From an optimization exercise on the open Yosys and OpenROAD flow, aimed at small area and a short achievable clock period; shortcuts taken in it are not production practice.
Only simulation tests tie the RTL to the original design; equivalence was not proved.
Power is estimated from default activity; no workload was simulated. The flow treats the clock pin as an ideal source, which a real chip does not have.

== onyx ==
Design commit_trace_buffer, start of the top module:
module commit_trace_buffer
#(
    parameter  int DEPTH = 16,
    parameter  int POST  = 8,
    parameter  int CNT_W = 32,
    localparam int AW    = $clog2(DEPTH)
) (
    input  logic             clk,
    input  logic             reset,
    input  logic             arm,
    input  logic             abort,
    input  logic [1:0]       trig_mode,
    input  logic [31:0]      trig_val,
    input  logic             trig_now,
    input  logic             cap_valid,
    input  logic [31:0]      pc,
    input  logic [31:0]      instr,
    input  logic             rf_we,
    input  logic [4:0]       rf_wa,
    input  logic [31:0]      rf_wd,
    input  logic             memwrite,
    input  logic [31:0]      dataadr,
    input  logic [31:0]      writedata,
    output logic             busy,
    output logic             triggered,
    output logic             done,
    output logic [AW:0]      count,
    output logic [AW-1:0]    trig_index,
    output logic [CNT_W-1:0] trig_cycles,
    output logic             rd_valid,
    input  logic             rd_ready,
    output mips_trace_pkg::trace_entry_t     rd_data,
    output logic             rd_last
);
Settings: LEC_CHECK=0, CAP_MARGIN=20, CORE_MARGIN=2, CORE_UTILIZATION=65, SETUP_SLACK_MARGIN=4.4, SLEW_MARGIN=20, SYNTH_HIERARCHICAL=1, SYNTH_MINIMUM_KEEP_SIZE=0; clock period 7.0 ns.
standard.sh (not shown) runs the stock make flow with config.mk's settings and CLKGATE_MAP_FILE= SYNTH_SCRIPT=/design/flow/synth_recipe.tcl, a recipe that flattens the netlist after the stock synthesis.
==> flow/flow/run.sh <==
#!/bin/bash
# Standard layout, with plain buffers (not delay cells) on the ports and a
# clock tree of fewer, larger leaf clusters without dummy loads.
set -euo pipefail
export BUFFER_PORTS_ARGS="-buffer_cell sky130_fd_sc_hd__buf_2"
export CTS_ARGS="-sink_clustering_enable -repair_clock_nets -dont_use_dummy_load -buf_list sky130_fd_sc_hd__clkbuf_16 -sink_clustering_size 25 -sink_clustering_max_diameter 70"
bash standard.sh > standard.log 2>&1
onyx completed end to end with timing, DRC and antenna clean.
Changes in quartz relative to onyx:
==> flow/flow/run.sh <==
#!/bin/bash
# Standard layout, with plain buffers (not delay cells) on the ports and a
# clock tree of fewer, larger leaf clusters without dummy loads.
set -euo pipefail
export BUFFER_PORTS_ARGS="-buffer_cell sky130_fd_sc_hd__buf_1"
export CTS_ARGS="-sink_clustering_enable -repair_clock_nets -dont_use_dummy_load -buf_list sky130_fd_sc_hd__clkbuf_16 -sink_clustering_size 30 -sink_clustering_max_diameter 80"
bash standard.sh > standard.log 2>&1
- Detailed route, quartz vs onyx: via total lower for quartz
- Share of total power in sequential cells, onyx and quartz: lower on onyx
- Going from onyx to quartz, the arrival time at the worst endpoint was found to have gone down by 0.04 ns.
- Clock period minus final worst setup slack delta for quartz relative to onyx: 0.042 ns lower
- Between onyx and quartz, via-per-instance ratio decreased.
- quartz finished all stages; the layout is clean.
- On core occupancy in the finished layout: quartz sits below onyx.
The inputs of garnet differ from those of quartz as listed below.
# quartz
export LEC_CHECK = 0
export CAP_MARGIN = 20
export CORE_MARGIN = 2
export CORE_UTILIZATION = 65
export SETUP_SLACK_MARGIN = 4.4
export SLEW_MARGIN = 20
export SYNTH_HIERARCHICAL = 1
export SYNTH_MINIMUM_KEEP_SIZE = 0
create_clock -name core_clock -period 7.0 [get_ports {clk}]
# garnet
export LEC_CHECK = 0
export CAP_MARGIN = 20
export CORE_MARGIN = 2
export CORE_UTILIZATION = 60
export SETUP_SLACK_MARGIN = 4.5
export SLEW_MARGIN = 20
export SYNTH_HIERARCHICAL = 1
export SYNTH_MINIMUM_KEEP_SIZE = 0
create_clock -name core_clock -period 7.0 [get_ports {clk}]
==> flow/flow/run.sh <==
#!/bin/bash
# Standard layout, with plain buffers (not delay cells) on the ports and a
# clock tree of fewer, larger leaf clusters without dummy loads.
set -euo pipefail
export BUFFER_PORTS_ARGS="-buffer_cell sky130_fd_sc_hd__buf_2"
export CTS_ARGS="-sink_clustering_enable -repair_clock_nets -dont_use_dummy_load -buf_list sky130_fd_sc_hd__clkbuf_16 -sink_clustering_size 25 -sink_clustering_max_diameter 70"
bash standard.sh > standard.log 2>&1
--- outcome ---
- On placed wire-length estimate: between garnet and quartz, it ends up lower for quartz.
- Max global-route usage across garnet and quartz: quartz
- What garnet reported for total number of tap cells has to be multiplied by 0.929 to get the figure for quartz.
- Compared with quartz, number of ordinary and repair buffers in the finished layout in garnet increased by more than 10%.
- A critical path startpoint of r_count[1]$_DFFE_PN0P_ is what quartz shows, while pc[18] belongs to garnet.
- Last element of the critical path = count[1]: quartz; last element of the critical path = r_trig_slot[0]$_DFFE_PN0P_: garnet
- garnet vs quartz, count of buffers added by post-CTS timing repair for setup went up by 29.
- Switching power for garnet: 0.19 mW up relative to quartz
- Number of levels the H-tree was split into on garnet is up relative to quartz.
- Per the comparison of garnet with quartz, part of the power in the clock network rose by 2.3 points; post-detailed-route wirelength per cell moved up; smallest setup slack after layout lower.
Setup changes, garnet to tundra
# garnet
export LEC_CHECK = 0
export CAP_MARGIN = 20
export CORE_MARGIN = 2
export CORE_UTILIZATION = 60
export SETUP_SLACK_MARGIN = 4.5
export SLEW_MARGIN = 20
export SYNTH_HIERARCHICAL = 1
export SYNTH_MINIMUM_KEEP_SIZE = 0
create_clock -name core_clock -period 7.0 [get_ports {clk}]
# tundra
export LEC_CHECK = 0
export CAP_MARGIN = 20
export CORE_MARGIN = 2
export CORE_UTILIZATION = 65
export SETUP_SLACK_MARGIN = 4.25
export SLEW_MARGIN = 20
export SYNTH_HIERARCHICAL = 1
export SYNTH_MINIMUM_KEEP_SIZE = 0
create_clock -name core_clock -period 7.0 [get_ports {clk}]
==> flow/flow/run.sh <==
#!/bin/bash
# Standard layout, with plain buffers (not delay cells) on the ports and a
# clock tree of fewer, larger leaf clusters without dummy loads.
set -euo pipefail
export BUFFER_PORTS_ARGS="-buffer_cell sky130_fd_sc_hd__buf_1"
export CTS_ARGS="-sink_clustering_enable -repair_clock_nets -dont_use_dummy_load -buf_list sky130_fd_sc_hd__clkbuf_16 -sink_clustering_size 30 -sink_clustering_max_diameter 80"
bash standard.sh > standard.log 2>&1
### Flow results
[compare] base=garnet new=tundra: data required time of the critical path shows a reduction of 2.05 ns, first-pass GRT wire length has decreased, count of placed standard cells in the final layout, fillers left out down 2.8%, global-route usage rose 0.97 points. Summary of tundra over garnet: non-clock buffer count now smaller; clock network power now smaller; met2 layer wire length in the routed design now smaller; hold slack now larger; non-clock buffering overhead in the final layout now smaller. tundra vs garnet — fmax dropped slightly. Sort tundra and garnet by worst-case setup margin in the final layout desc -> top: garnet.

port drivers added, routing unchanged:
Ports are ideal in the flow. The routed layouts listed here were re-timed in OpenROAD. Step 1, drivers: a clkbuf_16 drives clk and a buf_2 each remaining input, both assumed. Step 2 adds t to the input delays and takes it off the output delays; t is the mean of the earliest and latest rising clock arrival at the registers after step 1. Input paths then give back, and output paths get back, about the clock's delay inside the block. a / b / c = no drivers / after step 1 / after step 2; a / b = the first two.
run	shift t [ns]	setup slack, ns	worst setup path at the end	worst register clock-pin slew, ns	worst slew at a driven data input, ns
onyx	0.852	4.156 / 4.068 / 3.358	input to register	0.10 / 0.10	0.17
quartz	0.828	4.198 / 4.111 / 3.483	input to register	0.12 / 0.12	0.19
garnet	0.846	4.132 / 4.073 / 3.346	input to register	0.10 / 0.10	0.11
tundra	0.828	4.116 / 4.029 / 3.418	input to register	0.12 / 0.12	0.21
After both steps setup and hold are still met in every run listed. The setup slack of onyx, which loses most, moves by -0.088 ns with the drivers and by -0.798 ns with both steps.
